Background: an optimization exercise with open tools, aiming at small area and few clock cycles. Do not read the settings as production practice. At most, simulation tests tie the RTL to the original design; equivalence was not proved. Function not checked in run 5: the RTL went through the layout flow alone. Power figures rest on the tool's default switching activity, not on a simulated workload.

`constraint.sdc`:
```
create_clock -name core_clock -period 4.0 [get_ports {clk}]
set_input_delay 0.8000 -clock core_clock [delete_from_list [all_inputs] [get_ports {clk}]]
set_output_delay 0.8000 -clock core_clock [all_outputs]
set_load 0.01 [all_outputs]
```
`design.v`:
```
`default_nettype none
module rob_line #(
  parameter int W = 1
) (
  input  wire         clk,
  input  wire         rst,
  input  wire         write_en,
  input  wire [W-1:0] data_in,
  output logic [W-1:0] data_out
);
  logic [W-1:0] line_q;
  always_ff @(posedge clk) begin
    if (!rst) begin
      line_q <= '0;
    end else if (write_en) begin
      line_q <= data_in;
    end
  end
  assign data_out = line_q;
endmodule
`default_nettype wire
`default_nettype none
module rob_dispatch (
  input  wire                    clk,
  input  wire                    rst,
  input  wire                    dispatch_valid,
  input  wire                    dispatch_reg_write_en,
  input  wire [5-1:0]  dispatch_reg_write_addr,
  input  wire [31:0]             dispatch_pc,
  input  wire [4-1:0]       dispatch_exc,
  input  wire                    rob_full,
  input  wire                    flush,
  output logic                   alloc,
  output logic [3-1:0]  alloc_tag,
  output logic [(1 + 5 + 32)-1:0]    alloc_entry,
  output logic [(2 + 32 + 4)-1:0]   alloc_result,
  output logic [3-1:0]  dispatch_tag
);
  localparam logic [3-1:0] LAST_TAG = 3'(8 - 1);
  logic [3-1:0] tail_q;
  assign alloc = dispatch_valid && !rob_full && !flush;
  assign alloc_tag    = tail_q;
  assign dispatch_tag = tail_q;
  assign alloc_entry = {dispatch_reg_write_en, dispatch_reg_write_addr, dispatch_pc};
  assign alloc_result = {1'b1, |dispatch_exc, 32'(0), dispatch_exc};
  always_ff @(posedge clk) begin
    if (!rst) begin
      tail_q <= '0;
    end else if (flush) begin
      tail_q <= '0;
    end else if (alloc) begin
      tail_q <= (tail_q == LAST_TAG) ? '0 : tail_q + 1'b1;
    end
  end
endmodule
`default_nettype wire
`default_nettype none
module rob_store (
  input  wire                   clk,
  input  wire                   rst,
  input  wire                   alloc,
  input  wire [3-1:0]  alloc_tag,
  input  wire [(1 + 5 + 32)-1:0]    alloc_entry,
  input  wire [(2 + 32 + 4)-1:0]   alloc_result,
  input  wire                   wb_valid,
  input  wire [3-1:0]  wb_tag,
  input  wire [32-1:0]     wb_data,
  input  wire [4-1:0]      wb_exc,
  input  wire                   retire,
  input  wire                   flush,
  input  wire [3-1:0]  head_tag,
  output logic                  rob_full,
  output logic [(1 + 5 + 32)-1:0]   head_entry,
  output logic [(2 + 32 + 4)-1:0]  head_result
);
  localparam int CNT_W    = $clog2(8 + 1);
  localparam int EW       = (1 + 5 + 32);
  localparam int RW       = (2 + 32 + 4);
  localparam int RES_V    = RW - 1;
  localparam int RES_DONE = RW - 2;
  localparam int RES_DATA = 4;
  logic [8*EW-1:0] entry_q;
  logic [8*RW-1:0] result_q;
  logic [8*RW-1:0] result_d;
  logic [8-1:0]    entry_we;
  logic [8-1:0]    result_we;
  logic [CNT_W-1:0] count;
  for (genvar i = 0; i < 8; i++) begin : g_line
    rob_line #(
      .W(EW)
    ) u_entry (
      .clk      (clk),
      .rst      (rst),
      .write_en (entry_we[i]),
      .data_in  (alloc_entry),
      .data_out (entry_q[i*EW +: EW])
    );
    rob_line #(
      .W(RW)
    ) u_result (
      .clk      (clk),
      .rst      (rst),
      .write_en (result_we[i]),
      .data_in  (result_d[i*RW +: RW]),
      .data_out (result_q[i*RW +: RW])
    );
  end
  always_comb begin
    for (int i = 0; i < 8; i++) begin
      entry_we[i] = alloc && !flush && (alloc_tag == 3'(i));
    end
  end
  always_comb begin
    logic [RW-1:0] line;
    for (int i = 0; i < 8; i++) begin
      line         = result_q[i*RW +: RW];
      result_we[i] = 1'b0;
      if (flush) begin
        result_we[i] = 1'b1;
        line         = '0;
      end else if (alloc && alloc_tag == 3'(i)) begin
        result_we[i] = 1'b1;
        line         = alloc_result;
      end else if (retire && head_tag == 3'(i)) begin
        result_we[i] = 1'b1;
        line         = '0;
      end else if (wb_valid && wb_tag == 3'(i) && line[RES_V]) begin
        result_we[i]              = 1'b1;
        line[RES_DONE]            = 1'b1;        
        line[RES_DATA +: 32] = wb_data;
        line[4-1:0]          = wb_exc;
      end
      result_d[i*RW +: RW] = line;
    end
  end
  always_ff @(posedge clk) begin
    if (!rst) begin
      count <= '0;
    end else if (flush) begin
      count <= '0;
    end else begin
      count <= count + CNT_W'(alloc) - CNT_W'(retire);
    end
  end
  assign rob_full = (count == CNT_W'(8));
  assign head_entry  = entry_q[head_tag*EW +: EW];
  assign head_result = result_q[head_tag*RW +: RW];
endmodule
`default_nettype wire
`default_nettype none
module rob_commit (
  input  wire                     clk,
  input  wire                     rst,
  input  wire [(1 + 5 + 32)-1:0]      head_entry,
  input  wire [(2 + 32 + 4)-1:0]     head_result,
  output logic [3-1:0]   head_tag,
  output logic                    retire,
  output logic                    commit_valid,
  output logic [3-1:0]   commit_tag,
  output logic                    commit_reg_write_en,
  output logic [5-1:0]  commit_reg_write_addr,
  output logic [32-1:0]      commit_data,
  output logic [31:0]             commit_pc,
  output logic [4-1:0]       commit_exc,
  output logic                    flush
);
  localparam logic [3-1:0] LAST_TAG = 3'(8 - 1);
  logic [3-1:0] head_q;
  logic                  head_valid;
  logic                  head_done;
  logic [32-1:0]    head_data;
  logic [4-1:0]     head_exc;
  assign {head_valid, head_done, head_data, head_exc} = head_result;
  assign retire   = head_valid && head_done && !flush;
  assign head_tag = head_q;
  always_ff @(posedge clk) begin
    if (!rst) begin
      head_q       <= '0;
      commit_valid <= 1'b0;
      flush        <= 1'b0;
    end else begin
      commit_valid <= retire;
      flush        <= retire && (|head_exc);
      if (flush) begin
        head_q <= '0;
      end else if (retire) begin
        head_q <= (head_q == LAST_TAG) ? '0 : head_q + 1'b1;
      end
    end
  end
  always_ff @(posedge clk) begin
    if (retire) begin
      commit_tag                                 <= head_q;
      {commit_reg_write_en, commit_reg_write_addr, commit_pc} <= head_entry;
      commit_data                                <= head_data;
      commit_exc                                 <= head_exc;
    end
  end
endmodule
`default_nettype wire
`default_nettype none
module rob_top (
  input  wire                    clk,
  input  wire                    rst,
  input  wire                    dispatch_valid,
  input  wire                    dispatch_reg_write_en,
  input  wire [5-1:0]  dispatch_reg_write_addr,
  input  wire [31:0]             dispatch_pc,
  input  wire [4-1:0]       dispatch_exc,
  output logic                   rob_full,
  output logic [3-1:0]  dispatch_tag,
  input  wire                    wb_valid,
  input  wire [3-1:0]   wb_tag,
  input  wire [32-1:0]      wb_data,
  input  wire [4-1:0]       wb_exc,
  output logic                   commit_valid,
  output logic [3-1:0]  commit_tag,
  output logic                   commit_reg_write_en,
  output logic [5-1:0] commit_reg_write_addr,
  output logic [32-1:0]     commit_data,
  output logic [31:0]            commit_pc,
  output logic [4-1:0]      commit_exc,
  output logic                   flush
);
  logic                  alloc;
  logic [3-1:0] alloc_tag;
  logic [(1 + 5 + 32)-1:0]   alloc_entry;
  logic [(2 + 32 + 4)-1:0]  alloc_result;
  logic                  retire;
  logic [3-1:0] head_tag;
  logic [(1 + 5 + 32)-1:0]   head_entry;
  logic [(2 + 32 + 4)-1:0]  head_result;
  rob_dispatch u_dispatch (
    .clk            (clk),
    .rst            (rst),
    .dispatch_valid (dispatch_valid),
    .dispatch_reg_write_en   (dispatch_reg_write_en),
    .dispatch_reg_write_addr (dispatch_reg_write_addr),
    .dispatch_pc             (dispatch_pc),
    .dispatch_exc            (dispatch_exc),
    .rob_full       (rob_full),
    .flush          (flush),
    .alloc          (alloc),
    .alloc_tag      (alloc_tag),
    .alloc_entry    (alloc_entry),
    .alloc_result   (alloc_result),
    .dispatch_tag   (dispatch_tag)
  );
  rob_store u_store (
    .clk          (clk),
    .rst          (rst),
    .alloc        (alloc),
    .alloc_tag    (alloc_tag),
    .alloc_entry  (alloc_entry),
    .alloc_result (alloc_result),
    .wb_valid     (wb_valid),
    .wb_tag       (wb_tag),
    .wb_data      (wb_data),
    .wb_exc       (wb_exc),
    .retire       (retire),
    .flush        (flush),
    .head_tag     (head_tag),
    .rob_full     (rob_full),
    .head_entry   (head_entry),
    .head_result  (head_result)
  );
  rob_commit u_commit (
    .clk          (clk),
    .rst          (rst),
    .head_entry   (head_entry),
    .head_result  (head_result),
    .head_tag     (head_tag),
    .retire       (retire),
    .commit_valid (commit_valid),
    .commit_tag            (commit_tag),
    .commit_reg_write_en   (commit_reg_write_en),
    .commit_reg_write_addr (commit_reg_write_addr),
    .commit_data           (commit_data),
    .commit_pc             (commit_pc),
    .commit_exc            (commit_exc),
    .flush        (flush)
  );
endmodule
`default_nettype wire
```
`run.sh`:
```
#!/bin/bash
# synth_recipe.tcl (not shown) runs the flow's synth.tcl, then flattens the netlist and writes it again
# the make line also repeats each setting of config.mk as NAME=value (left out here)
make -C /OpenROAD-flow-scripts/flow DESIGN_CONFIG=/design/flow/config.mk WORK_HOME=/design/flow/orfs CLKGATE_MAP_FILE= SYNTH_SCRIPT=/design/flow/synth_recipe.tcl finish
```
`config.mk`:
```
export PLATFORM = sky130hd
export DESIGN_NAME = rob_top
export DESIGN_NICKNAME = rob_top
export VERILOG_FILES = /design/flow/design.v
export SDC_FILE = /design/flow/constraint.sdc
export NUM_CORES = 4
export LEC_CHECK = 0
export CAP_MARGIN = 20
export CORE_MARGIN = 2
export CORE_UTILIZATION = 40
export SLEW_MARGIN = 20
```
==> results.py, run 1 <==
metrics = {
    "drt": {
        "drt-wirelength-per-cell_um": 20.63,
        "vias": 23450,
        "vias_per_cell": 5.375,
        "ant_nets": 0,
        "dr.pass1.iters": 5,
        "drcViolationCount": 0,
        "wl_um": 90000,
        "drtIter0Drc": 1836,
    },
    "final_layout": {
        "drive_above_1_share_pct": 11.85,
        "mostFrequentLayoutCells": "1,371 x nand2_1, 617 x dfxtp_1, 299 x a21boi_0",
        "fin_nets": 3439,
        "ff_latch_area_sq_mm": 0.01474,
        "layout_commonest_cell": "nand2_1",
        "antenna_cells": 0,
        "multi_input_comb_area_sq_mm": 0.01387,
        "fillers": 7032,
        "areaGrowthSynthToFinish_pct": 15.58,
    },
    "die": {
        "fp.dieH_um": 278.0,
        "coreArea_sq_mm": 0.07445,
        "row_count": 100,
        "start_util_pct": 40.35,
        "fp.dieArea_sq_mm": 0.07731,
        "ios": 168,
        "die_w_um": 278.0,
    },
    "setup_path": {
        "worst_ep_required_time_ns": 3.20,
        "r2r_setup_slack_ns": 0.99,
        "crit_path_max_fanout": 5,
        "path_cells": "inv_1, ha_1, nor3b_2, clkdlybuf4s50_1",
        "slowest_delay_ns": 0.65,
        "critPathCaptureType": "output port",
        "worstPathArrival_ns": 2.27,
        "slowest_stage": "clkdlybuf4s50_1",
        "start_kind": "flop",
        "crit_type": "flop to output port",
        "crit_buf_inv": 2,
        "crit_family": "buffers and inverters",
    },
    "sta": {
        "period_needed_ns": 3.074,
        "fin_crit_sh_pct": 76.84,
        "slew_violations": 0,
        "worst_pin_slew_ns": 0.7939,
        "tns_ns": 0,
        "hold_viol_final": 0,
        "rsz0062_at_grt": "no",
        "skew_ns": 0.02352,
        "max_slew_margin_pct": 47.08,
        "setup_viol": 0,
        "fmax_mhz": 325.3,
        "hold_ws_ns": 0.4513,
    },
    "synth": {
        "synth_top_cell_area_share_pct": 41.32,
        "syn_area_sq_mm": 0.03004,
        "synth_fa_ha_area_share_pct": 0.7747,
        "synth_top_family_by_area": "simple AND/OR/NAND/NOR gates",
        "synth.area.top_cells": "dfxtp_1 41%, nand2_1 17%, mux4_2 11%",
        "ys_warn_count": 4,
        "syn_nets": 3444,
        "synth-simple-area-share_pct": 19.09,
        "avgSynthCellArea_sq_um": 8.991,
        "ys.flop_type": "dfxtp_1",
        "yosysTopAreaCell": "dfxtp_1",
        "seq_area_frac_synth_pct": 49.02,
        "ys_types": 46,
        "synth_edf_count": 77,
        "muxShareOfSynthArea_pct": 12.33,
        "synth_compound_area_share_pct": 13.78,
        "syn_inst": 3341,
        "ys_async_sr_fraction_pct": 0,
        "synth_seq_cells": 697,
        "synth-xor-area-share_pct": 0.05831,
    },
    "power_and_ir_drop": {
        "max-vdd-ir-drop_v": 0.0002811,
        "p_leak_nw": 11.51,
        "power.total_mw": 16.20,
        "power.density_mw_per_mm2": 466.5,
    },
    "placed_design": {
        "dpl.hpwl_um": 50590,
        "numPortBuffers": 167,
        "place_congestion": 0.8081,
    },
    "run_status": {
        "status": "finished clean",
    },
    "clock_tree": {
        "post_cts_buffers": 0,
        "clock_tree.buffer_depth": 3,
        "clock_sinks": 697,
        "cts_max_level": 3,
        "cts-buffers-inserted": 78,
        "root_buffer": "clkbuf_16",
        "cts_tree": "yes",
        "post_cts_resized": 0,
        "clk_latency_ns": 0.62,
        "cts_hold_buf": 0,
        "clk_pin_slew_ns": 0.06,
    },
    "global_route": {
        "grt_pass1_vias": 22930,
        "overflow": 0,
        "track_usage_pct": 22.90,
        "grt_pass1_wl_um": 138000,
        "antenna_found_initial": 5,
        "grt_max_degree": 169,
    },
    "min_path": {
        "min_path_type": "flop to flop",
    },
    "job": {
        "max-cap-violations": 0,
    },
}
metal layers:
metal	track usage (%)	wire (um)
met5	0	66
met4	6.722	2196
met3	3.803	5070
met2	39.05	43820
met1	29.84	38850
stage by stage:
| stage | setup slack, ns | cells | cell area (sq um) | util, % |
|---|---|---|---|---|
| 3_3_place_gp | 0.5652 | 4224 | 32170 | 43.21 |
| 2_1_floorplan | 1.087 | 3341 | 30040 | - |
| 3_5_place_dp | 0.5343 | 4224 | 32170 | 43.21 |
| 6_report | 0.9263 | 4362 | 34720 | 46.64 |
| 5_1_grt | 0.7869 | 4362 | 34720 | 46.64 |
| 4_1_cts | 0.8685 | 4361 | 34690 | 46.59 |
power breakdown:
group	total, mW	internal, mW	switching, mW
Clock	7.13	4.22	2.92
Sequential	7.41	7.30	0.108
Combinational	1.65	0.621	1.03
sequential cells by signal, summed over array words and instances (netlist names), 4 cells and up:
signal,count
u_store.g_line.u_entry.line_q,304
u_commit.commit_exc,4
u_commit.commit_pc,32
u_commit.commit_data,32
u_commit.commit_reg_write_addr,5
u_store.g_line.u_result.line_q,304
u_store.count,4
path summary, 6_finish.rpt:
kind                                                       startpoint                                    end  cells after the start
worst max-delay path                                 u_store.count[2]                               rob_full                      4
worst min-delay path            u_store.g_line[2].u_result.line_q[21]  u_store.g_line[2].u_result.line_q[21]                      2
worst max register to register                         u_commit.flush  u_store.g_line[3].u_result.line_q[17]                      6
worst min register to register  u_store.g_line[2].u_result.line_q[21]  u_store.g_line[2].u_result.line_q[21]                      2
kinds of logic after synthesis:
family,count (synthesis)
and+or+nand+nor,1478
DFF,697
AOI/OAI and AO/OA,630
buffers and inverters,335
muxes,181
adders and majority gates,18
xor gates and xnor gates,2
cells in the mapped netlist, types with 2 or more instances:
cell type / number
buf_2: 29
and3_1: 11
o21ai_0: 7
buf_6: 6
buf_1: 47
a211o_1: 3
and2_0: 2
nor2b_1: 4
a2bb2oi_1: 4
a21boi_1: 13
a21boi_0: 299
mux2i_1: 18
o22ai_1: 17
nor3_1: 3
inv_4: 2
and2_1: 16
inv_1: 16
ha_1: 17
mux4_2: 150
nand3_1: 38
o2111ai_1: 2
edfxtp_1: 77
clkbuf_1: 197
mux2_2: 13
nor4b_1: 4
buf_4: 38
dfxtp_1: 620
nor2_1: 16
a21oi_1: 247
a21oi_2: 30
o311ai_0: 3
nand4_1: 2
nand2_1: 1376
nand2b_1: 2
worst min-delay path: stages (launching register included):
cell,delay (ns)
dfxtp_1,0.30
nand2_1,0.05
a21oi_1,0.05
layout make-up:
class | count | share of cell area, %
Tap cell | 969 | 3.492
Multi-Input combinational cell | 2309 | 39.95
Clock inverter | 26 | 0.6775
Timing Repair Buffer | 232 | 6.653
Clock buffer | 111 | 6.570
Inverter | 18 | 0.2126
Sequential cell | 697 | 42.44
Testbench counts, summed over its fixed seeds: cycles 24,941.
==> run 2, diff against run 1 <==
==> design.v (replaced) <==
`default_nettype none
module rob_top (
  input  wire                    clk,
  input  wire                    rst,
  input  wire                    dispatch_valid,
  input  wire                    dispatch_reg_write_en,
  input  wire [5-1:0]  dispatch_reg_write_addr,
  input  wire [31:0]             dispatch_pc,
  input  wire [4-1:0]       dispatch_exc,
  output logic                   rob_full,
  output logic [3-1:0]  dispatch_tag,
  input  wire                    wb_valid,
  input  wire [3-1:0]   wb_tag,
  input  wire [32-1:0]      wb_data,
  input  wire [4-1:0]       wb_exc,
  output logic                   commit_valid,
  output logic [3-1:0]  commit_tag,
  output logic                   commit_reg_write_en,
  output logic [5-1:0] commit_reg_write_addr,
  output logic [32-1:0]     commit_data,
  output logic [31:0]            commit_pc,
  output logic [4-1:0]      commit_exc,
  output logic                   flush
);
  localparam int N  = 8;
  localparam int TW = 3;
  localparam int EW = (1 + 5 + 32);
  localparam int DW = 32;
  localparam int XW = 4;
  logic [TW-1:0] head_q;
  logic [TW-1:0] tail_q;
  logic [TW:0]   count_q;
  logic [EW-1:0] entry_q [N];
  logic [DW-1:0] data_q  [N];
  logic [N-1:0]  done_q;
  logic          fv_q;
  logic [TW-1:0] ftag_q;
  logic [XW-1:0] fcode_q;
  logic          fdec_q;
  logic [N-1:0]  head_sel;
  logic [N-1:0]  tail_sel;
  logic [N-1:0]  wb_sel;
  logic          nonempty;
  logic          head_done;
  logic          wb_hit;
  logic          fault_head;
  logic          accept;
  logic          clear;
  logic [EW-1:0] head_entry;
  logic [DW-1:0] head_data;
  always_comb begin
    for (int i = 0; i < N; i++) begin
      head_sel[i] = (head_q == TW'(i));
      tail_sel[i] = (tail_q == TW'(i));
      wb_sel[i]   = wb_valid && (wb_tag == TW'(i));
    end
  end
  always_comb begin
    head_entry = '0;
    head_data  = '0;
    for (int i = 0; i < N; i++) begin
      head_entry = head_entry | ({EW{head_sel[i]}} & entry_q[i]);
      head_data  = head_data  | ({DW{head_sel[i]}} & data_q[i]);
    end
  end
  assign nonempty   = |count_q;
  assign head_done  = |(head_sel & done_q);
  assign wb_hit     = wb_valid && (wb_tag == head_q);
  assign fault_head = fv_q && (ftag_q == head_q);
  assign commit_valid = nonempty && (head_done || wb_hit);
  assign commit_tag   = head_q;
  assign {commit_reg_write_en, commit_reg_write_addr, commit_pc} = head_entry;
  assign commit_data  = wb_hit ? wb_data : ((fault_head && fdec_q) ? '0 : head_data);
  assign commit_exc   = wb_hit ? wb_exc : (fault_head ? fcode_q : '0);
  assign flush        = commit_valid && (|commit_exc);
  assign rob_full     = count_q[TW] && !commit_valid;
  assign dispatch_tag = tail_q;
  assign accept       = dispatch_valid && !rob_full && !flush;
  assign clear        = !rst || flush;
  always_ff @(posedge clk) begin
    if (clear) begin
      head_q  <= '0;
      tail_q  <= '0;
      count_q <= '0;
    end else begin
      if (commit_valid) head_q <= head_q + 1'b1;
      if (accept)       tail_q <= tail_q + 1'b1;
      count_q <= count_q + (TW+1)'(accept) - (TW+1)'(commit_valid);
    end
  end
  always_ff @(posedge clk) begin
    for (int i = 0; i < N; i++) begin
      if (tail_sel[i] && !rob_full) entry_q[i] <= {dispatch_reg_write_en, dispatch_reg_write_addr, dispatch_pc};
      if (wb_sel[i])                data_q[i]  <= wb_data;
    end
  end
  always_ff @(posedge clk) begin
    for (int i = 0; i < N; i++) begin
      if (accept && tail_sel[i]) done_q[i] <= |dispatch_exc;
      else if (wb_sel[i])        done_q[i] <= 1'b1;
    end
  end
  logic [TW-1:0] age_wb;
  logic [TW-1:0] age_f;
  assign age_wb = wb_tag - head_q;
  assign age_f  = ftag_q - head_q;
  always_ff @(posedge clk) begin
    if (clear) begin
      fv_q <= 1'b0;
    end else if (wb_valid && (|wb_exc) && (!fv_q || age_wb < age_f)) begin
      fv_q    <= 1'b1;
      ftag_q  <= wb_tag;
      fcode_q <= wb_exc;
      fdec_q  <= 1'b0;
    end else if (!fv_q && accept && (|dispatch_exc)) begin
      fv_q    <= 1'b1;
      ftag_q  <= tail_q;
      fcode_q <= dispatch_exc;
      fdec_q  <= 1'b1;
    end
  end
endmodule
`default_nettype wire
--- a/config.mk
+++ b/config.mk
@@ -7,5 +7,5 @@
 export LEC_CHECK = 0
 export CAP_MARGIN = 20
 export CORE_MARGIN = 2
-export CORE_UTILIZATION = 40
+export CORE_UTILIZATION = 65
 export SLEW_MARGIN = 20
==> run 2 against run 1 <==
Sequential share of layout area is 23 points higher. Die area is 54% lower. Via count is 45% lower. Global-route usage is 5.3 points higher. Synthesized cell count is 64% lower. Non-clock buffer count is 4 higher. Worst setup slack worse by 0.89 ns. Area after synthesis is 27% lower. Utilization is 34 points higher. Highest routed layer unchanged.
==> results.py, run 2 <==
metrics = {
    "final_layout": {
        "layout_commonest_cell": "edfxtp_1",
        "regMostFlops": "entry_q",
        "drive_above_1_share_pct": 12.94,
        "ff_latch_area_sq_mm": 0.01752,
        "fin_nets": 1536,
        "largest_reg_flops": 304,
        "mostFrequentLayoutCells": "576 x edfxtp_1, 172 x a222oi_1, 151 x clkdlybuf4s50_1",
        "final_cell_area_sq_mm": 0.02683,
        "post-route-util_pct": 80.20,
        "layout.cells.non_filler": 1918,
        "areaGrowthSynthToFinish_pct": 21.53,
        "top_regs": "entry_q: 304 flops, data_q: 256 flops, done_q: 8 flops",
        "fillers": 1765,
        "multi_input_comb_area_sq_mm": 0.004305,
    },
    "synth": {
        "synth_seq_cells": 587,
        "ys_types": 47,
        "yosysTopAreaCell": "edfxtp_1",
        "ys_warn_count": 3,
        "seq_area_frac_synth_pct": 79.36,
        "ys.flop_type": "edfxtp_1",
        "syn_nets": 1326,
        "synth_common_cells": "576 x edfxtp_1, 172 x a222oi_1, 107 x nand2_1",
        "synth_top_cell_area_share_pct": 78.36,
        "avgSynthCellArea_sq_um": 18.17,
        "synth_edf_count": 576,
        "syn_inst": 1215,
        "ys_async_sr_fraction_pct": 0,
        "yosysMostFrequentCell": "edfxtp_1",
        "synth.area.top_cells": "edfxtp_1 78%, a222oi_1 7.8%, mux2i_1 1.9%",
        "syn_area_sq_mm": 0.02207,
    },
    "die": {
        "coreArea_sq_mm": 0.03345,
        "fp.dieArea_sq_mm": 0.03545,
        "start_util_pct": 65.99,
        "fp.dieH_um": 188.3,
        "row_count": 67,
        "ios": 168,
        "die_w_um": 188.3,
    },
    "clock_tree": {
        "cts_max_level": 2,
        "cts-buffers-inserted": 56,
        "clk_pin_slew_ns": 0.06,
        "clock_sinks": 587,
        "root_buffer": "clkbuf_16",
        "cts_tree": "yes",
        "clk_latency_ns": 0.60,
        "cts_hold_buf": 0,
        "clock_tree.buffer_depth": 3,
    },
    "sta": {
        "hold_viol_final": 0,
        "skew_ns": 0.01645,
        "fin_ws_ns": 0.03228,
        "worst_pin_slew_ns": 0.7192,
        "period_needed_ns": 3.968,
        "slew_violations": 0,
        "fmax_mhz": 252.0,
        "max_slew_margin_pct": 51.61,
        "setup_viol": 0,
        "rsz0062_at_grt": "yes",
        "hold_ws_ns": 0.5672,
        "fin_crit_sh_pct": 99.19,
    },
    "setup_path": {
        "worstPathArrival_ns": 3.17,
        "reg2reg_to": "count_q[2]",
        "worst_ep_required_time_ns": 3.20,
        "reg2reg_from": "head_q[1]",
        "crit_path_max_fanout": 12,
        "r2r_cells": 15,
        "critPathCaptureType": "output port",
        "r2r_setup_slack_ns": 0.72,
        "start_kind": "flop",
        "crit_type": "flop to output port",
    },
    "global_route": {
        "overflow": 0,
        "antenna_found_initial": 3,
        "grt_pass1_vias": 12900,
        "grt_max_degree": 65,
        "grt_pass1_wl_um": 75400,
        "track_usage_pct": 28.18,
    },
    "min_path": {
        "whs_endpoint": "tail_q[0]",
        "hold_depth": 2,
        "min_path_type": "flop to flop",
        "worstHoldStart": "tail_q[0]",
    },
    "job": {
        "max-cap-violations": 0,
    },
    "run_status": {
        "status": "finished clean",
    },
    "drt": {
        "ant_nets": 0,
        "dr.pass1.iters": 12,
        "wl_um": 50120,
        "vias": 12880,
        "vias_per_cell": 6.715,
        "drcViolationCount": 0,
        "drt-wirelength-per-cell_um": 26.13,
        "drtIter0Drc": 1858,
    },
    "power_and_ir_drop": {
        "max-vdd-ir-drop_v": 0.0005929,
        "power.density_mw_per_mm2": 762.6,
        "p_leak_nw": 9.287,
    },
    "placed_design": {
        "dp_slack_ns": 0.06045,
        "dpl.cell_count": 1800,
        "place_area_sq_mm": 0.02481,
        "place_congestion": 0.7987,
        "numPortBuffers": 167,
        "dpl.hpwl_um": 26180,
    },
}
run 2: cell types whose count changed after synthesis, sizes merged, moves of 24 or more:
cell,before,now
clkbuf,197,65
nand3,38,5
a221o,0,38
nand2,1376,107
o21ai,7,35
buf,120,19
a222oi,0,172
mux4,150,0
a21boi,312,0
edfxtp,77,576
a21oi,277,5
dfxtp,620,11
mux2i,18,42
run 2: what timing repair did:
action | CTS | global route
setup endpoints to repair | 54 | 33
buffers inserted | 6 | 9
pin swaps | 4 | 35
endpoints found under the hold margin | 0 | 0
gates resized for setup | 0 | 23
run 2: how the worst max path moves through the flow:
stage              start              end  slack [ns]  cells past startpoint
2_1_floorplan  head_q[2]    entry_q[3][0]       -0.11                     11
3_3_place_gp   wb_tag[0]    commit_exc[3]        0.14                      9
3_5_place_dp   wb_tag[0]    commit_exc[0]        0.06                      9
4_1_cts        head_q[1]   commit_data[6]       -0.02                      8
5_1_grt        head_q[1]  commit_data[14]       -0.12                      9
6_report       head_q[1]     commit_pc[1]        0.03                      9
run 2: metrics by stage:
step	TNS (ns)	total power, mW
2_1_floorplan	-12.46	11.91
3_3_place_gp	0	15.10
3_5_place_dp	0	15.21
4_1_cts	-0.01952	20.45
5_1_grt	-0.5855	21.33
6_report	0	20.46
run 2: cells by family (layout without fill, tap and decap cells):
kind of cell | Yosys count | after routing | share of synthesized area, %
compound gates | 283 | 283 | 11.69
mux | 47 | 47 | 2.216
other cells | 0 | 2 | 0
fa+ha+maj | 26 | 26 | 1.576
xor+xnor | 7 | 7 | 0.2778
buf+inv | 109 | 362 | 1.927
simple gates | 156 | 156 | 2.953
flops | 587 | 587 | 79.36
run 2: area by class of cell:
cell class              count  share of cell area [%]
clock buffers              67                   5.457
diodes                      2                 0.01866
repair buffers            236                   9.576
multi-input cells         519                   16.05
well taps                 448                   2.090
flip-flops and latches    587                   65.30
clock inverters            34                   1.138
inverters                  25                  0.3685
run 2: metal layers:
metal | up-vias | track usage, % | wire length, um
met5 | - | 1.374 | 72
met4 | 2 | 10.21 | 1409
met3 | 97 | 5.066 | 4629
met2 | 706 | 46.65 | 24850
met1 | 6472 | 38.04 | 19150
li1 | 5603 | - | -
run 2: power by group:
group          internal [mW]  total [mW]  switching, mW
Combinational           3.41        7.38           3.98
Clock                   2.93        5.09           2.17
Sequential              7.74        7.98          0.238
Total                   14.1        20.5           6.38
run 2: worst max-delay path, cell delays in order, from the launching register on:
cell and delay (ns):
dfxtp_1 0.38, clkinvlp_4 0.19, ha_4 0.24, buf_12 0.15, buf_4 0.13, buf_4 0.18, a222oi_1 0.38, mux2i_1 0.12
a221o_1 0.32, clkdlybuf4s50_1 0.49
Testbench counts of run 2, summed over its fixed seeds: cycles 23,465.
==> run 3, diff against run 2 <==
--- a/config.mk
+++ b/config.mk
@@ -8,4 +8,7 @@
 export CAP_MARGIN = 20
 export CORE_MARGIN = 2
 export CORE_UTILIZATION = 65
+export CTS_BUF_LIST = sky130_fd_sc_hd__clkbuf_16
+export CTS_CLUSTER_DIAMETER = 60
+export CTS_CLUSTER_SIZE = 30
 export SLEW_MARGIN = 20
==> run 3 against run 2 <==
Worst hold slack improved by 0.0026 ns. Clock skew increased by 0.013 ns. Global-route usage decreased by 0.67 points. Still clean on timing, DRC and antenna. Power decreased by 4.4%. Routed wire length decreased by 1.2%. Via count decreased by 1.5%. Area after synthesis unchanged. Utilization decreased by 1.3 points.
==> results.py, run 3 <==
metrics = {
    "power_and_ir_drop": {
        "max-vdd-ir-drop_v": 0.0007116,
        "power.density_mw_per_mm2": 740.8,
        "p_leak_nw": 9.004,
    },
    "sta": {
        "period_needed_ns": 3.897,
        "setup_viol": 0,
        "fin_crit_sh_pct": 97.44,
        "skew_ns": 0.02968,
        "fmax_mhz": 256.6,
        "hold_ws_ns": 0.5697,
        "slew_violations": 0,
        "max_slew_margin_pct": 52.21,
        "hold_viol_final": 0,
        "worst_pin_slew_ns": 0.7103,
        "rsz0062_at_grt": "no",
    },
    "global_route": {
        "track_usage_pct": 27.50,
        "grt_pass1_vias": 12740,
        "grt_pass1_wl_um": 73920,
        "grt_max_degree": 65,
        "antenna_found_initial": 4,
        "overflow": 0,
    },
    "final_layout": {
        "layout.cells.non_filler": 1885,
        "areaGrowthSynthToFinish_pct": 19.55,
        "mostFrequentLayoutCells": "576 x edfxtp_1, 172 x a222oi_1, 158 x clkdlybuf4s50_1",
        "final_cell_area_sq_mm": 0.02639,
        "layout_commonest_cell": "edfxtp_1",
        "largest_reg_flops": 304,
        "top_regs": "entry_q: 304 flops, data_q: 256 flops, done_q: 8 flops",
        "regMostFlops": "entry_q",
        "fin_nets": 1521,
        "drive_above_1_share_pct": 12.47,
    },
    "drt": {
        "drtIter0Drc": 1868,
        "ant_nets": 0,
        "wl_um": 49510,
        "drcViolationCount": 0,
        "dr.pass1.iters": 10,
        "vias": 12690,
        "drt-wirelength-per-cell_um": 26.26,
        "vias_per_cell": 6.729,
    },
    "setup_path": {
        "critPathCaptureType": "output port",
        "crit_top_cell": "buf_12",
        "path_cells": "clkinvlp_4, buf_4, ha_4, buf_12, buf_12, a222oi_1, mux2i_1, a221o_1, clkdlybuf4s50_1",
        "worstSetupEndpoint": "commit_reg_write_en",
        "worst_ep_required_time_ns": 3.20,
        "crit_type": "flop to output port",
        "slowest_delay_ns": 0.56,
        "reg2reg_from": "head_q[1]",
        "start_kind": "flop",
        "r2r_setup_slack_ns": 0.57,
        "slowest_stage": "clkdlybuf4s50_1",
        "cp-startpoint": "head_q[1]",
        "crit_family": "buffers and inverters",
        "r2r_cells": 16,
        "reg2reg_to": "count_q[2]",
        "cp.depth": 9,
        "worstPathArrival_ns": 3.10,
        "crit_buf_inv": 5,
        "crit_path_max_fanout": 34,
    },
    "clock_tree": {
        "cts-buffers-inserted": 36,
        "root_buffer": "clkbuf_16",
        "cts_max_level": 2,
        "cts_tree": "yes",
        "clk_latency_ns": 0.55,
        "clock_tree.buffer_depth": 3,
        "clk_pin_slew_ns": 0.09,
        "clock_sinks": 587,
    },
    "placed_design": {
        "place_area_sq_mm": 0.02481,
        "place_congestion": 0.7987,
        "dpl.cell_count": 1800,
        "dpl.hpwl_um": 26180,
        "numPortBuffers": 167,
    },
    "die": {
        "fp.dieH_um": 188.3,
        "ios": 168,
        "start_util_pct": 65.99,
        "die_w_um": 188.3,
        "coreArea_sq_mm": 0.03345,
        "fp.dieArea_sq_mm": 0.03545,
        "row_count": 67,
    },
    "synth": {
        "avgSynthCellArea_sq_um": 18.17,
        "synth_seq_cells": 587,
        "ys.flop_type": "edfxtp_1",
        "synth.area.top_cells": "edfxtp_1 78%, a222oi_1 7.8%, mux2i_1 1.9%",
        "synth_top_cell_area_share_pct": 78.36,
        "synth_edf_count": 576,
        "synth_common_cells": "576 x edfxtp_1, 172 x a222oi_1, 107 x nand2_1",
        "ys_async_sr_fraction_pct": 0,
        "syn_inst": 1215,
        "syn_area_sq_mm": 0.02207,
        "ys_warn_count": 3,
        "syn_nets": 1326,
        "yosysMostFrequentCell": "edfxtp_1",
        "yosysTopAreaCell": "edfxtp_1",
        "ys_types": 47,
        "seq_area_frac_synth_pct": 79.36,
    },
    "min_path": {
        "min_path_type": "flop to flop",
    },
    "job": {
        "max-cap-violations": 0,
    },
    "run_status": {
        "status": "finished clean",
    },
}
run 3: what timing repair did:
| item | in CTS | in global routing |
|---|---|---|
| buffers inserted | 6 | 14 |
| pin swaps | 4 | 17 |
| hold buffers | 0 | 0 |
| gates resized for setup | 0 | 18 |
| setup endpoints to repair | 46 | 36 |
| cloned | 0 | 0 |
run 3: power by group:
part	total [mW]	switching (mW)	internal [mW]	leakage (nW)
Combinational	7.47	4.00	3.47	3.04
Sequential	7.97	0.241	7.73	5.34
Clock	4.11	2.14	1.97	0.626
run 3: layer usage:
metal | global-route usage [%] | vias up | wire, um
met5 | 0 | - | 13
li1 | - | 5571 | -
met2 | 46.48 | 627 | 24890
met4 | 8.601 | 2 | 1175
met1 | 36.91 | 6402 | 18990
met3 | 5.047 | 83 | 4437
run 3: cells by family after synthesis:
family | Yosys count | synth area share, %
DFF | 587 | 79.36
AOI/OAI and AO/OA | 283 | 11.69
and+or+nand+nor | 156 | 2.953
buffers and inverters | 109 | 1.927
muxes | 47 | 2.216
adders and majority gates | 26 | 1.576
xor gates and xnor gates | 7 | 0.2778
run 3: cell type report:
type                            count  area, sq um
Antenna cell                        2        5.005
Fill cell                        1810         7061
Multi-Input combinational cell    519         4313
Inverter                           25        98.84
Sequential cell                   587        17520
Clock buffer                       37        925.9
Tap cell                          448        560.5
Timing Repair Buffer              241         2587
Clock inverter                     26        377.9
run 3: per-stage QoR:
stage	power (mW)	setup WS [ns]	util, %	setup TNS [ns]
2_1_floorplan	11.91	-0.1141	-	-12.46
3_3_place_gp	15.10	0.1393	74.17	0
3_5_place_dp	15.21	0.06045	74.17	0
4_1_cts	19.44	0.01084	78.35	0
5_1_grt	20.41	0.001140	78.89	0
6_report	19.55	0.1026	78.89	0
run 3: worst min-delay path by stage:
stage	start	endpoint	slack [ns]	cells after the start
floorplan	fv_q	fv_q	0.52	2
global placement	tail_q[0]	tail_q[0]	0.56	2
detailed placement	tail_q[0]	tail_q[0]	0.56	2
CTS	tail_q[0]	tail_q[0]	0.58	2
global route	tail_q[0]	tail_q[0]	0.60	2
finish	tail_q[0]	tail_q[0]	0.57	2
run 3: tightest hold or removal path, stage by stage (launching register included):
cell and delay (ns):
dfxtp_1 0.38, nand3_1 0.09, a21oi_1 0.06
==> run 4, diff against run 3 <==
--- a/config.mk
+++ b/config.mk
@@ -7,8 +7,5 @@
 export LEC_CHECK = 0
 export CAP_MARGIN = 20
 export CORE_MARGIN = 2
-export CORE_UTILIZATION = 65
-export CTS_BUF_LIST = sky130_fd_sc_hd__clkbuf_16
-export CTS_CLUSTER_DIAMETER = 60
-export CTS_CLUSTER_SIZE = 30
+export CORE_UTILIZATION = 40
 export SLEW_MARGIN = 20
==> run 4 against run 3 <==
Critical path type unchanged. Clock-buffer cell count is 29 higher. Power grew 8.8%. Routed wire length up 8.3%. Non-clock buffer count up 18. Clock skew shrank 0.016 ns. Maximum frequency down 0.49%. Clock power up 36%. Register-to-register slack improved by 0.08 ns. Still clean on timing, DRC and antenna. Combinational power is 3.3% higher. Cell area up 4.8%. Sequential power is essentially flat. Sequential cell count unchanged.
==> results.py, run 4 <==
metrics = {
    "job": {
        "max-cap-violations": 0,
    },
    "final_layout": {
        "drive_above_1_share_pct": 14.72,
        "top_regs": "entry_q: 304 flops, data_q: 256 flops, done_q: 8 flops",
        "regMostFlops": "entry_q",
        "fillers": 4500,
        "areaGrowthSynthToFinish_pct": 25.30,
        "fin_nets": 1562,
        "layout.cells.non_filler": 2207,
        "ff_latch_area_sq_mm": 0.01752,
        "largest_reg_flops": 304,
        "layout_commonest_cell": "edfxtp_1",
        "multi_input_comb_area_sq_mm": 0.004315,
        "mostFrequentLayoutCells": "576 x edfxtp_1, 172 x a222oi_1, 149 x clkdlybuf4s50_1",
    },
    "synth": {
        "synth_common_cells": "576 x edfxtp_1, 172 x a222oi_1, 107 x nand2_1",
        "ys.flop_type": "edfxtp_1",
        "seq_area_frac_synth_pct": 79.36,
        "syn_area_sq_mm": 0.02207,
        "yosysMostFrequentCell": "edfxtp_1",
        "synth_edf_count": 576,
        "synth_seq_cells": 587,
        "syn_nets": 1326,
        "syn_inst": 1215,
        "synth_top_cell_area_share_pct": 78.36,
        "avgSynthCellArea_sq_um": 18.17,
        "ys_types": 47,
        "ys_warn_count": 3,
        "synth.area.top_cells": "edfxtp_1 78%, a222oi_1 7.8%, mux2i_1 1.9%",
        "yosysTopAreaCell": "edfxtp_1",
        "ys_async_sr_fraction_pct": 0,
    },
    "setup_path": {
        "start_kind": "flop",
        "worstPathArrival_ns": 3.12,
        "worst_ep_required_time_ns": 3.20,
        "crit_path_max_fanout": 19,
        "crit_type": "flop to output port",
        "critPathCaptureType": "output port",
    },
    "drt": {
        "drcViolationCount": 0,
        "ant_nets": 0,
        "vias_per_cell": 5.773,
        "drt-wirelength-per-cell_um": 24.29,
        "dr.pass1.iters": 7,
        "drtIter0Drc": 1588,
        "wl_um": 53600,
        "vias": 12740,
    },
    "global_route": {
        "overflow": 0,
        "grt_pass1_vias": 12980,
        "grt_max_degree": 52,
        "grt_pass1_wl_um": 80250,
        "antenna_found_initial": 3,
        "track_usage_pct": 18.61,
    },
    "power_and_ir_drop": {
        "clkPwrFrac_pct": 26.2,
        "power_frac_comb_pct": 36.3,
        "max-vdd-ir-drop_v": 0.0005662,
        "p_leak_nw": 9.563,
        "swShare_pct": 31.01,
        "internal-power_mw": 14.67,
        "power.density_mw_per_mm2": 768.8,
        "switching_power_mw": 6.593,
        "seqPwrFrac_pct": 37.5,
    },
    "die": {
        "die_w_um": 238.9,
        "coreArea_sq_mm": 0.05488,
        "fp.dieH_um": 238.9,
        "fp.dieArea_sq_mm": 0.05708,
        "ios": 168,
        "start_util_pct": 40.22,
        "row_count": 86,
    },
    "sta": {
        "skew_ns": 0.01388,
        "hold_viol_final": 0,
        "worst_pin_slew_ns": 0.6347,
        "fmax_mhz": 255.3,
        "hold_ws_ns": 0.5511,
        "fin_ws_ns": 0.08323,
        "slew_violations": 0,
        "setup_viol": 0,
        "period_needed_ns": 3.917,
        "max_slew_margin_pct": 57.59,
        "fin_crit_sh_pct": 97.92,
        "rsz0062_at_grt": "yes",
    },
    "placed_design": {
        "dpl.hpwl_um": 29220,
        "numPortBuffers": 167,
        "dpl.cell_count": 2077,
        "place_congestion": 0.7634,
        "dp_slack_ns": -0.01768,
    },
    "clock_tree": {
        "cts_tree": "yes",
        "cts_max_level": 2,
        "clk_latency_ns": 0.62,
        "clock_tree.buffer_depth": 3,
        "cts-buffers-inserted": 59,
        "clock_sinks": 587,
        "clk_pin_slew_ns": 0.06,
        "cts_hold_buf": 0,
        "root_buffer": "clkbuf_16",
    },
    "run_status": {
        "status": "finished clean",
    },
    "min_path": {
        "min_path_type": "flop to flop",
    },
}
run 4: cell counts after synthesis:
Identical to the previous run, type by type.
run 4: worst paths after layout:
path,startpoint,end,slack (ns),cells after the start
min reg2reg,tail_q[0],tail_q[0],0.55,2
min,tail_q[0],tail_q[0],0.55,2
max,head_q[0],commit_data[1],0.08,9
max reg2reg,head_q[0],count_q[2],0.65,16
run 4: timing repair:
action	CTS	global route
pin swaps	3	22
buffers inserted	6	11
setup endpoints to repair	32	31
resized for setup	1	22
run 4: per-stage QoR:
step | power (mW) | setup TNS (ns) | cell area [sq um] | util [%]
finish | 21.26 | 0 | 27660 | 50.40
floorplan | 11.91 | -12.46 | 22070 | -
global route | 22.36 | -0.04186 | 27650 | 50.39
detailed placement | 15.66 | -0.01768 | 25400 | 46.28
CTS | 21.45 | 0 | 27460 | 50.04
global placement | 15.58 | -0.005151 | 25400 | 46.28
run 4: layout make-up:
cell class	count	area share [%]
antenna	2	0.01810
tap	704	3.185
clock inverter	45	1.669
sequential	587	63.34
clock buffer	66	5.433
timing repair buffer	259	10.41
inverter	25	0.3438
multi-input combinational	519	15.60
run 4: critical path, cell delays in order, from the launching register on:
cell	delay, ns
dfxtp_1	0.31
buf_4	0.17
ha_4	0.23
buf_12	0.15
buf_12	0.15
a222oi_1	0.33
nand2_1	0.11
a222oi_1	0.43
o21ai_0	0.14
clkdlybuf4s50_1	0.49
run 4: metal layers:
metal	wire, um	GRT usage (%)	vias to the layer above
met2	27120	31.95	466
met3	3768	4.111	78
li1	-	-	5685
met5	11	0	-
met1	21830	24.13	6510
met4	865	4.337	2
run 4: power groups by stage:
stage / clock, mW / combinational (mW) / sequential, mW
5_1_grt: 5.92 / 8.40 / 8.04
3_3_place_gp: 0 / 7.52 / 8.06
3_5_place_dp: 0 / 7.56 / 8.10
4_1_cts: 5.70 / 7.78 / 7.97
6_report: 5.57 / 7.72 / 7.97
2_1_floorplan: 0 / 3.82 / 8.09
run 4: cells by family after synthesis:
logic type | synth area share (%)
adders and majority gates | 1.576
DFF | 79.36
AOI/OAI and AO/OA | 11.69
and+or+nand+nor | 2.953
muxes | 2.216
xor gates and xnor gates | 0.2778
buffers and inverters | 1.927
==> run 5, diff against run 4 <==
--- a/design.v
+++ b/design.v
@@ -28,6 +28,7 @@
   localparam int DW = 32;
   localparam int XW = 4;
   logic [TW-1:0] head_q;
+  logic [N-1:0]  hoh_q;       
   logic [TW-1:0] tail_q;
   logic [TW:0]   count_q;
   logic [EW-1:0] entry_q [N];
@@ -50,7 +51,7 @@
   logic [DW-1:0] head_data;
   always_comb begin
     for (int i = 0; i < N; i++) begin
-      head_sel[i] = (head_q == TW'(i));
+      head_sel[i] = hoh_q[i];
       tail_sel[i] = (tail_q == TW'(i));
       wb_sel[i]   = wb_valid && (wb_tag == TW'(i));
     end
@@ -65,7 +66,7 @@
   end
   assign nonempty   = |count_q;
   assign head_done  = |(head_sel & done_q);
-  assign wb_hit     = wb_valid && (wb_tag == head_q);
+  assign wb_hit     = |(hoh_q & wb_sel);
   assign fault_head = fv_q && (ftag_q == head_q);
   assign commit_valid = nonempty && (head_done || wb_hit);
   assign commit_tag   = head_q;
@@ -80,10 +81,14 @@
   always_ff @(posedge clk) begin
     if (clear) begin
       head_q  <= '0;
+      hoh_q   <= N'(1);
       tail_q  <= '0;
       count_q <= '0;
     end else begin
-      if (commit_valid) head_q <= head_q + 1'b1;
+      if (commit_valid) begin
+        head_q <= head_q + 1'b1;
+        hoh_q  <= {hoh_q[N-2:0], hoh_q[N-1]};
+      end
       if (accept)       tail_q <= tail_q + 1'b1;
       count_q <= count_q + (TW+1)'(accept) - (TW+1)'(commit_valid);
     end
==> flow/run.sh (new file) <==
#!/bin/bash
# Standard layout, with the port buffers made of the smallest buffer cell
# instead of the delay buffer buffer_ports picks by default.
set -euo pipefail
export BUFFER_PORTS_ARGS="-buffer_cell sky130_fd_sc_hd__buf_1"
bash standard.sh > standard.log 2>&1
==> standard.sh (new file) <==
#!/bin/bash
# synth_recipe.tcl (not shown) runs the flow's synth.tcl, then flattens the netlist and writes it again
# the make line also repeats each setting of config.mk as NAME=value (left out here)
make -C /OpenROAD-flow-scripts/flow DESIGN_CONFIG=/design/flow/config.mk WORK_HOME=/design/flow/orfs CLKGATE_MAP_FILE= SYNTH_SCRIPT=/design/flow/synth_recipe.tcl "${@:-finish}"
--- a/config.mk
+++ b/config.mk
@@ -7,5 +7,5 @@
 export LEC_CHECK = 0
 export CAP_MARGIN = 20
 export CORE_MARGIN = 2
-export CORE_UTILIZATION = 40
+export CORE_UTILIZATION = 65
 export SLEW_MARGIN = 20
removed: run.sh
==> run 5 against run 4 <==
Worst setup slack better by 0.27 ns. Routed wire length decreased by 4.6%. Worst hold slack worse by 0.045 ns. Maximum frequency is 7.4% higher. Clock power down 11%. Combinational power down about 60%. Clock-buffer cell count is 3 higher. Sequential power shrank 3.3%. Utilization up 25 points. Power fell by 26%.
==> results.py, run 5 <==
metrics = {
    "synth": {
        "ys_async_sr_fraction_pct": 0,
        "ys_types": 46,
        "muxShareOfSynthArea_pct": 0.6690,
        "seq_area_frac_synth_pct": 79.43,
        "synth_fa_ha_area_share_pct": 1.226,
        "avgSynthCellArea_sq_um": 17.08,
        "yosysTopAreaCell": "edfxtp_1",
        "ys_warn_count": 3,
        "synth_top_cell_area_share_pct": 77.72,
        "synth_common_cells": "576 x edfxtp_1, 285 x a22oi_1, 82 x nand2_1",
        "synth_compound_area_share_pct": 10.87,
        "syn_area_sq_mm": 0.02226,
        "synth_edf_count": 576,
        "syn_inst": 1303,
        "synth_top_family_by_area": "compound AO/OA/AOI/OAI gates",
        "syn_nets": 1408,
        "ys.flop_type": "edfxtp_1",
        "synth-simple-area-share_pct": 5.667,
        "synth-xor-area-share_pct": 0.2755,
        "yosysMostFrequentCell": "edfxtp_1",
        "synth.area.top_cells": "edfxtp_1 78%, a22oi_1 9.6%, nand4_1 2.1%",
        "synth_seq_cells": 595,
    },
    "setup_path": {
        "critPathCaptureType": "output port",
        "crit_type": "input port to output port",
        "crit_path_max_fanout": 41,
        "start_kind": "input port",
        "cp-startpoint": "wb_tag[0]",
        "worstPathArrival_ns": 2.85,
        "reg2reg_from": "head_q[1]",
        "worst_ep_required_time_ns": 3.20,
    },
    "sta": {
        "tns_ns": 0,
        "setup_viol": 0,
        "fin_crit_sh_pct": 91.18,
        "skew_ns": 0.01850,
        "rsz0062_at_grt": "no",
        "worst_pin_slew_ns": 1.145,
        "hold_viol_final": 0,
        "period_needed_ns": 3.647,
        "fmax_mhz": 274.2,
        "max_slew_margin_pct": 23.65,
        "slew_violations": 0,
    },
    "clock_tree": {
        "clk_pin_slew_ns": 0.06,
        "clock_tree.buffer_depth": 3,
        "post_cts_buffers": 0,
        "cts_max_level": 2,
        "clk_latency_ns": 0.60,
        "cts_tree": "yes",
        "root_buffer": "clkbuf_16",
        "post_cts_resized": 0,
        "cts-buffers-inserted": 56,
        "clock_sinks": 595,
        "cts_hold_buf": 0,
    },
    "min_path": {
        "worstHoldStart": "hoh_q[4]",
        "min_path_type": "flop to flop",
    },
    "drt": {
        "drtIter0Drc": 1380,
        "drt-wirelength-per-cell_um": 25.81,
        "vias": 12950,
        "vias_per_cell": 6.535,
        "ant_nets": 0,
        "drcViolationCount": 0,
        "dr.pass1.iters": 5,
        "wl_um": 51150,
    },
    "global_route": {
        "antenna_found_initial": 3,
        "grt_pass1_wl_um": 77040,
        "grt_max_degree": 73,
        "track_usage_pct": 29.06,
        "grt_pass1_vias": 12800,
        "overflow": 0,
    },
    "die": {
        "start_util_pct": 66.20,
        "die_w_um": 189.0,
        "coreArea_sq_mm": 0.03362,
        "ios": 168,
        "fp.dieH_um": 189.0,
        "row_count": 67,
        "fp.dieArea_sq_mm": 0.03573,
    },
    "power_and_ir_drop": {
        "p_leak_nw": 8.043,
        "max-vdd-ir-drop_v": 0.0004853,
        "power.total_mw": 15.70,
        "power.density_mw_per_mm2": 618.1,
    },
    "placed_design": {
        "dpl.hpwl_um": 25820,
        "numPortBuffers": 167,
        "place_congestion": 0.8243,
    },
    "final_layout": {
        "regMostFlops": "entry_q",
        "areaGrowthSynthToFinish_pct": 14.13,
        "largest_reg_flops": 304,
        "mostFrequentLayoutCells": "576 x edfxtp_1, 285 x a22oi_1, 167 x buf_1",
        "top_regs": "entry_q: 304 flops, data_q: 256 flops",
        "layout_commonest_cell": "edfxtp_1",
        "drive_above_1_share_pct": 10.64,
        "fin_nets": 1593,
    },
    "run_status": {
        "status": "finished clean",
    },
    "job": {
        "max-cap-violations": 0,
    },
}
run 5: worst paths after layout:
check,to,slack [ns],depth (start not counted)
max,flush,0.35,8
min,hoh_q[5],0.51,1
max reg2reg,count_q[2],0.63,15
min reg2reg,hoh_q[5],0.51,1
run 5: kinds of logic (layout without fill, tap and decap cells):
family                     count (synthesis)  in the layout
AOI/OAI and AO/OA                        319            319
and+or+nand+nor                          248            248
adders and majority gates                 20             20
other                                      0              2
muxes                                     14             14
DFF                                      595            595
buffers and inverters                    100            329
xor gates and xnor gates                   7              7
run 5: where the power goes:
part           switching [mW]  internal [mW]
registers               0.234           7.48
clock network            2.17           2.76
logic                    2.00           1.06
run 5: area by class of cell:
type                    instances  area, sq um
diodes                          2        5.005
clock buffers                  69         1490
clock inverters                33        221.5
fillers                      2005         8215
inverters                      20        75.07
multi-input cells             608         4289
flip-flops and latches        595        17710
well taps                     448        560.5
repair buffers                207         1052
run 5: worst max-delay path, stage by stage:
cell	delay, ns
buf_1	0.14
buf_4	0.27
mux2i_1	0.26
nor2_2	0.06
or4_4	0.54
buf_4	0.32
o21ai_0	0.27
buf_1	0.18
run 5: metrics by stage:
| stage | util, % | cell area, sq um | hold slack [ns] | cells | setup slack [ns] |
|---|---|---|---|---|---|
| 2_1_floorplan | - | 22260 | 0.5482 | 1303 | -0.1202 |
| 3_3_place_gp | 70.45 | 23680 | 0.4920 | 1878 | 0.2892 |
| 3_5_place_dp | 70.45 | 23680 | 0.4944 | 1878 | 0.1850 |
| 4_1_cts | 75.55 | 25400 | 0.5088 | 1980 | 0.3468 |
| 5_1_grt | 75.55 | 25400 | 0.5283 | 1981 | 0.2094 |
| 6_report | 75.56 | 25400 | 0.5066 | 1982 | 0.3528 |
run 5: routing by layer:
metal | track usage [%] | vias to the layer above | routed length [um]
met2 | 46.89 | 543 | 24890
met5 | 0 | - | 13
met1 | 41.93 | 6628 | 21510
met4 | 7.903 | 2 | 852
li1 | - | 5708 | -
met3 | 4.949 | 72 | 3883
==> run 6, diff against run 5 <==
--- a/design.v
+++ b/design.v
@@ -28,7 +28,6 @@
   localparam int DW = 32;
   localparam int XW = 4;
   logic [TW-1:0] head_q;
-  logic [N-1:0]  hoh_q;       
   logic [TW-1:0] tail_q;
   logic [TW:0]   count_q;
   logic [EW-1:0] entry_q [N];
@@ -51,7 +50,7 @@
   logic [DW-1:0] head_data;
   always_comb begin
     for (int i = 0; i < N; i++) begin
-      head_sel[i] = hoh_q[i];
+      head_sel[i] = (head_q == TW'(i));
       tail_sel[i] = (tail_q == TW'(i));
       wb_sel[i]   = wb_valid && (wb_tag == TW'(i));
     end
@@ -66,7 +65,7 @@
   end
   assign nonempty   = |count_q;
   assign head_done  = |(head_sel & done_q);
-  assign wb_hit     = |(hoh_q & wb_sel);
+  assign wb_hit     = wb_valid && (wb_tag == head_q);
   assign fault_head = fv_q && (ftag_q == head_q);
   assign commit_valid = nonempty && (head_done || wb_hit);
   assign commit_tag   = head_q;
@@ -81,14 +80,10 @@
   always_ff @(posedge clk) begin
     if (clear) begin
       head_q  <= '0;
-      hoh_q   <= N'(1);
       tail_q  <= '0;
       count_q <= '0;
     end else begin
-      if (commit_valid) begin
-        head_q <= head_q + 1'b1;
-        hoh_q  <= {hoh_q[N-2:0], hoh_q[N-1]};
-      end
+      if (commit_valid) head_q <= head_q + 1'b1;
       if (accept)       tail_q <= tail_q + 1'b1;
       count_q <= count_q + (TW+1)'(accept) - (TW+1)'(commit_valid);
     end
==> flow/run.sh (replaced) <==
#!/bin/bash
# The standard layout (standard.sh), with these changes:
# - port buffers are the smallest buffer cell, not the delay buffer
#   buffer_ports picks by default;
# - clock tree: larger sink clusters of clkbuf_16, no dummy loads;
# - after global routing, cells on paths with slack are downsized.
# The full make output is in standard.log; ORFS's per-step logs are under orfs/logs.
set -euo pipefail
export BUFFER_PORTS_ARGS="-buffer_cell sky130_fd_sc_hd__buf_1"
export CTS_ARGS="-sink_clustering_enable -repair_clock_nets -sink_clustering_size 30 -sink_clustering_max_diameter 60 -buf_list sky130_fd_sc_hd__clkbuf_16 -dont_use_dummy_load"
export RECOVER_POWER=100
bash standard.sh > standard.log 2>&1
==> run 6 against run 5 <==
Critical path type is now flop to output port. Worst hold slack better by 0.045 ns. Utilization down 2.6 points. Global-route usage down 2.4 points. The layout now fails its checks (max-capacitance violations, max-slew violations).
==> results.py, run 6 <==
metrics = {
    "final_layout": {
        "final_cell_area_sq_mm": 0.02440,
        "drive_above_1_share_pct": 7.565,
        "mostFrequentLayoutCells": "576 x edfxtp_1, 172 x a222oi_1, 107 x nand2_1",
        "fin_nets": 1501,
        "largest_reg_flops": 304,
        "fillers": 2078,
        "regMostFlops": "entry_q",
        "post-route-util_pct": 72.95,
        "areaGrowthSynthToFinish_pct": 10.54,
        "top_regs": "entry_q: 304 flops, data_q: 256 flops, done_q: 8 flops",
        "layout_commonest_cell": "edfxtp_1",
    },
    "setup_path": {
        "crit_path_max_fanout": 43,
        "reg2reg_from": "head_q[0]",
        "reg2reg_to": "entry_q[0][27]",
        "start_kind": "flop",
        "critPathCaptureType": "output port",
        "worstSetupEndpoint": "commit_reg_write_en",
        "worstPathArrival_ns": 3.03,
        "r2r_cells": 11,
        "r2r_setup_slack_ns": 0.30,
        "crit_type": "flop to output port",
        "cp-startpoint": "head_q[0]",
        "worst_ep_required_time_ns": 3.20,
    },
    "sta": {
        "setup_viol": 0,
        "period_needed_ns": 3.834,
        "fmax_mhz": 260.9,
        "rsz0062_at_grt": "no",
        "worst_pin_slew_ns": 2.408,
        "max_slew_margin_pct": -60.53,
        "hold_viol_final": 0,
        "skew_ns": 0.05068,
        "slew_violations": 141,
        "fin_ws_ns": 0.1665,
        "fin_crit_sh_pct": 95.84,
    },
    "run_status": {
        "so.violations": "max-capacitance violations, max-slew violations",
        "status": "failed layout checks",
    },
    "global_route": {
        "overflow": 0,
        "grt_pass1_vias": 12290,
        "grt_pass1_wl_um": 71500,
        "grt_max_degree": 71,
        "antenna_found_initial": 4,
        "track_usage_pct": 26.68,
    },
    "synth": {
        "avgSynthCellArea_sq_um": 18.17,
        "ys_warn_count": 3,
        "seq_area_frac_synth_pct": 79.36,
        "ys.flop_type": "edfxtp_1",
        "synth_edf_count": 576,
        "synth.area.top_cells": "edfxtp_1 78%, a222oi_1 7.8%, mux2i_1 1.9%",
        "ys_async_sr_fraction_pct": 0,
        "ys_types": 47,
        "syn_area_sq_mm": 0.02207,
        "syn_nets": 1326,
        "synth_seq_cells": 587,
        "yosysMostFrequentCell": "edfxtp_1",
        "synth_top_cell_area_share_pct": 78.36,
        "synth_common_cells": "576 x edfxtp_1, 172 x a222oi_1, 107 x nand2_1",
        "yosysTopAreaCell": "edfxtp_1",
        "syn_inst": 1215,
    },
    "die": {
        "ios": 168,
        "row_count": 67,
        "fp.dieArea_sq_mm": 0.03545,
        "die_w_um": 188.3,
        "fp.dieH_um": 188.3,
        "start_util_pct": 65.99,
        "coreArea_sq_mm": 0.03345,
    },
    "power_and_ir_drop": {
        "clkPwrFrac_pct": 19.6,
        "seqPwrFrac_pct": 46.2,
        "switching_power_mw": 5.765,
        "p_leak_nw": 8.048,
        "power.density_mw_per_mm2": 709.0,
        "internal-power_mw": 11.53,
        "max-vdd-ir-drop_v": 0.0005306,
        "swShare_pct": 33.33,
        "power_frac_comb_pct": 34.2,
    },
    "job": {
        "max-cap-violations": 5,
    },
    "drt": {
        "dr.pass1.iters": 9,
        "highest_layer": "met5",
        "met3WireLength_um": 3960,
        "drcViolationCount": 0,
        "drtIter0Drc": 1635,
        "met1_length_um": 18740,
        "ant_nets": 0,
        "vias": 12460,
        "wl_met2_um": 23980,
        "wl_um": 47670,
        "vias_per_cell": 6.773,
        "drt-wirelength-per-cell_um": 25.92,
    },
    "clock_tree": {
        "root_buffer": "clkbuf_16",
        "clk_latency_ns": 0.54,
        "cts_max_level": 2,
        "clk_pin_slew_ns": 0.06,
        "cts_tree": "yes",
        "clock_tree.buffer_depth": 3,
        "cts-buffers-inserted": 37,
        "clock_sinks": 587,
        "cts_hold_buf": 0,
    },
    "placed_design": {
        "place_congestion": 0.8345,
        "place_area_sq_mm": 0.02365,
        "numPortBuffers": 167,
        "dp_slack_ns": 0.2601,
        "dpl.hpwl_um": 25900,
    },
    "min_path": {
        "min_path_type": "flop to flop",
    },
}
run 6: worst min-delay path by stage:
stage	from	end	slack, ns	cells after the start
floorplan	fv_q	fv_q	0.52	2
global placement	tail_q[0]	tail_q[0]	0.54	2
detailed placement	tail_q[0]	tail_q[0]	0.54	2
CTS	tail_q[0]	tail_q[0]	0.55	2
global route	tail_q[0]	tail_q[0]	0.58	2
finish	tail_q[0]	tail_q[0]	0.55	2
run 6: per-layer routing:
metal,track usage [%],vias up
met3,4.135,65
met4,7.389,2
met1,36.64,6343
met2,45.25,567
li1,-,5478
met5,0,-
run 6: logic make-up after synthesis:
logic type / share of synthesized area (%)
compound gates: 11.69
xor+xnor: 0.2778
fa+ha+maj: 1.576
buf+inv: 1.927
flops: 79.36
mux: 2.216
simple gates: 2.953
run 6: final cells by class:
class / instances / area, sq um / share of cell area, %
sequential: 587 / 17520 / 71.80
multi-input combinational: 519 / 4220 / 17.30
inverter: 25 / 98.84 / 0.4051
timing repair buffer: 220 / 1067 / 4.374
tap: 448 / 560.5 / 2.297
antenna: 3 / 7.507 / 0.03077
clock buffer: 37 / 925.9 / 3.795
run 6: per-stage QoR:
step                hold slack (ns)  instances  setup TNS, ns  total power [mW]
floorplan                    0.5240       1215         -12.46             11.91
global placement             0.5381       1796              0             14.02
detailed placement           0.5410       1796              0             14.09
CTS                          0.5515       1833              0             17.44
global route                 0.5788       1838              0             18.17
finish                       0.5517       1839              0             17.30
run 6: worst max-delay path, stage by stage (launching register included):
cell	delay, ns
dfxtp_1	0.51
ha_1	0.25
ha_2	0.21
buf_6	0.44
clkbuf_4	0.58
a221o_1	0.24
clkbuf_1	0.27
run 6: timing repair:
action / 4_1_cts / 5_1_grt
endpoints found under the hold margin: 0 / 0
setup endpoints to repair: 0 / 32
resized for setup: 0 / 3
buffers inserted: 0 / 3
run 6: power groups by stage:
stage | clock network (mW) | logic (mW) | registers (mW)
after floorplan | 0 | 3.82 | 8.09
after global placement | 0 | 5.95 | 8.07
after detailed placement | 0 | 5.98 | 8.11
after CTS | 3.45 | 6.02 | 7.97
after global routing | 3.64 | 6.47 | 8.07
final | 3.39 | 5.91 | 8.00
Testbench counts of run 6, summed over its fixed seeds: cycles 23,465.
==> run 7, diff against run 6 <==
==> flow/run.sh (replaced) <==
#!/bin/bash
# The standard layout (standard.sh), with these changes:
# - port buffers are the smallest buffer cell, not the delay buffer
#   buffer_ports picks by default;
# - clock tree: larger sink clusters of clkbuf_16, no dummy loads;
# The full make output is in standard.log; ORFS's per-step logs are under orfs/logs.
set -euo pipefail
export BUFFER_PORTS_ARGS="-buffer_cell sky130_fd_sc_hd__buf_1"
export CTS_ARGS="-sink_clustering_enable -repair_clock_nets -sink_clustering_size 30 -sink_clustering_max_diameter 60 -buf_list sky130_fd_sc_hd__clkbuf_16 -dont_use_dummy_load"
bash standard.sh > standard.log 2>&1
==> run 7 against run 6 <==
The run now finishes clean. Sequential cell count is the same. Power increased by 0.76%. Maximum frequency up 1.5%. Critical path type unchanged. Routed wire length shrank 0.14%. Non-clock buffer count unchanged. Critical endpoint is now commit_data[6]. Clock skew decreased by 0.0021 ns. Sequential share of layout area is 0.67 points lower. Synthesized cell count is the same.
==> results.py, run 7 <==
metrics = {
    "setup_path": {
        "reg2reg_from": "head_q[0]",
        "worstPathArrival_ns": 2.98,
        "start_kind": "flop",
        "worst_ep_required_time_ns": 3.20,
        "critPathCaptureType": "output port",
    },
    "die": {
        "fp.dieArea_sq_mm": 0.03545,
        "row_count": 67,
        "die_w_um": 188.3,
        "ios": 168,
    },
    "min_path": {
        "worstHoldStart": "tail_q[0]",
    },
    "drt": {
        "dr.pass1.iters": 10,
        "drt-wirelength-per-cell_um": 25.89,
        "wl_um": 47610,
        "vias": 12480,
        "ant_nets": 0,
        "drcViolationCount": 0,
    },
    "synth": {
        "ys_async_sr_fraction_pct": 0,
        "syn_inst": 1215,
        "ys.flop_type": "edfxtp_1",
        "ys_types": 47,
        "yosysMostFrequentCell": "edfxtp_1",
        "synth_fa_ha_area_share_pct": 1.576,
        "synth_seq_cells": 587,
        "synth-xor-area-share_pct": 0.2778,
        "syn_nets": 1326,
        "synth_common_cells": "576 x edfxtp_1, 172 x a222oi_1, 107 x nand2_1",
        "synth_top_cell_area_share_pct": 78.36,
        "ys_warn_count": 3,
    },
    "placed_design": {
        "place_congestion": 0.8345,
        "dpl.hpwl_um": 25900,
        "numPortBuffers": 167,
    },
    "sta": {
        "fmax_mhz": 264.7,
        "hold_viol_final": 0,
        "rsz0062_at_grt": "no",
        "setup_viol": 0,
        "max_slew_margin_pct": 52.81,
        "worst_pin_slew_ns": 0.7079,
    },
    "final_layout": {
        "fin_nets": 1501,
        "areaGrowthSynthToFinish_pct": 11.59,
    },
    "clock_tree": {
        "root_buffer": "clkbuf_16",
        "clk_latency_ns": 0.54,
    },
    "global_route": {
        "overflow": 0,
        "track_usage_pct": 26.68,
        "grt_pass1_vias": 12290,
        "grt_max_degree": 71,
        "grt_pass1_wl_um": 71500,
        "antenna_found_initial": 4,
    },
    "run_status": {
        "status": "finished clean",
    },
    "power_and_ir_drop": {
        "max-vdd-ir-drop_v": 0.0005280,
    },
}
[run 7: cell count changes in the layout (fill, tap and decap cells not counted), moves of 5 or more]
cell,delta
clkbuf_1,-90
buf_1,+73
buf_4,+24
nor2_4,+6
clkbuf_4,-6
buf_12,+6
nor2_1,-5
buf_2,-5
[run 7: timing repair]
action                                  CTS  global route
gates resized for setup                   0             3
buffers inserted                          0             3
endpoints found under the setup margin    0            32
hold buffers                              0             0
[run 7: power by group]
| part | leakage [nW] | internal [mW] | switching (mW) | total (mW) |
|---|---|---|---|---|
| combinational | 2.35 | 2.25 | 3.81 | 6.06 |
| clock | 0.456 | 1.64 | 1.75 | 3.40 |
| sequential | 5.34 | 7.73 | 0.241 | 7.97 |
[run 7: metal layers]
layer | track usage [%] | vias to the layer above | wire, um
li1 | - | 5491 | -
met1 | 36.64 | 6308 | 18380
met2 | 45.25 | 613 | 23930
met3 | 4.135 | 67 | 4295
met4 | 7.389 | 2 | 986
met5 | 0 | - | 13
[run 7: cells by family after synthesis]
kind of cell | after synthesis
buffers and inverters | 109
muxes | 47
DFF | 587
xor gates and xnor gates | 7
and+or+nand+nor | 156
adders and majority gates | 26
AOI/OAI and AO/OA | 283
[run 7: area by class of cell]
| type | count | area [sq um] | share of cell area, % |
|---|---|---|---|
| inverters | 25 | 98.84 | 0.4013 |
| flip-flops and latches | 587 | 17520 | 71.13 |
| well taps | 448 | 560.5 | 2.276 |
| diodes | 3 | 7.507 | 0.03048 |
| repair buffers | 220 | 1224 | 4.968 |
| multi-input cells | 519 | 4295 | 17.44 |
| clock buffers | 37 | 925.9 | 3.759 |
[run 7: path summary, 6_finish.rpt]
| kind | cells after the start | end | slack (ns) |
|---|---|---|---|
| setup / recovery | 8 | commit_data[6] | 0.22 |
| hold / removal | 2 | tail_q[0] | 0.55 |
| setup reg to reg | 15 | count_q[2] | 0.55 |
| hold reg to reg | 2 | tail_q[0] | 0.55 |
[run 7: critical path, delay by kind of cell (launching register included)]
| kind | cells | cell delay [ns] |
|---|---|---|
| simple gates | 1 | 0.09 |
| compound gates | 3 | 0.98 |
| buf+inv | 3 | 0.57 |
| fa+ha+maj | 1 | 0.29 |
| flops | 1 | 0.51 |
[run 7: stage by stage]
step                instance area [sq um]  worst slack (ns)  cells  total power, mW
global route                        24630           0.07610   1838            18.30
floorplan                           22070           -0.1141   1215            11.91
detailed placement                  23650            0.2601   1796            14.09
global placement                    23650            0.3582   1796            14.02
finish                              24630            0.2219   1839            17.43
CTS                                 24570           0.03843   1833            17.44

Setup slack of run 7, layout unchanged: 0.222 ns with ideal ports, 0.167 ns with driving cells assumed (clock clkbuf_16, inputs buf_2), 0.181 ns with port delays also shifted by the 0.572 ns mid clock arrival.
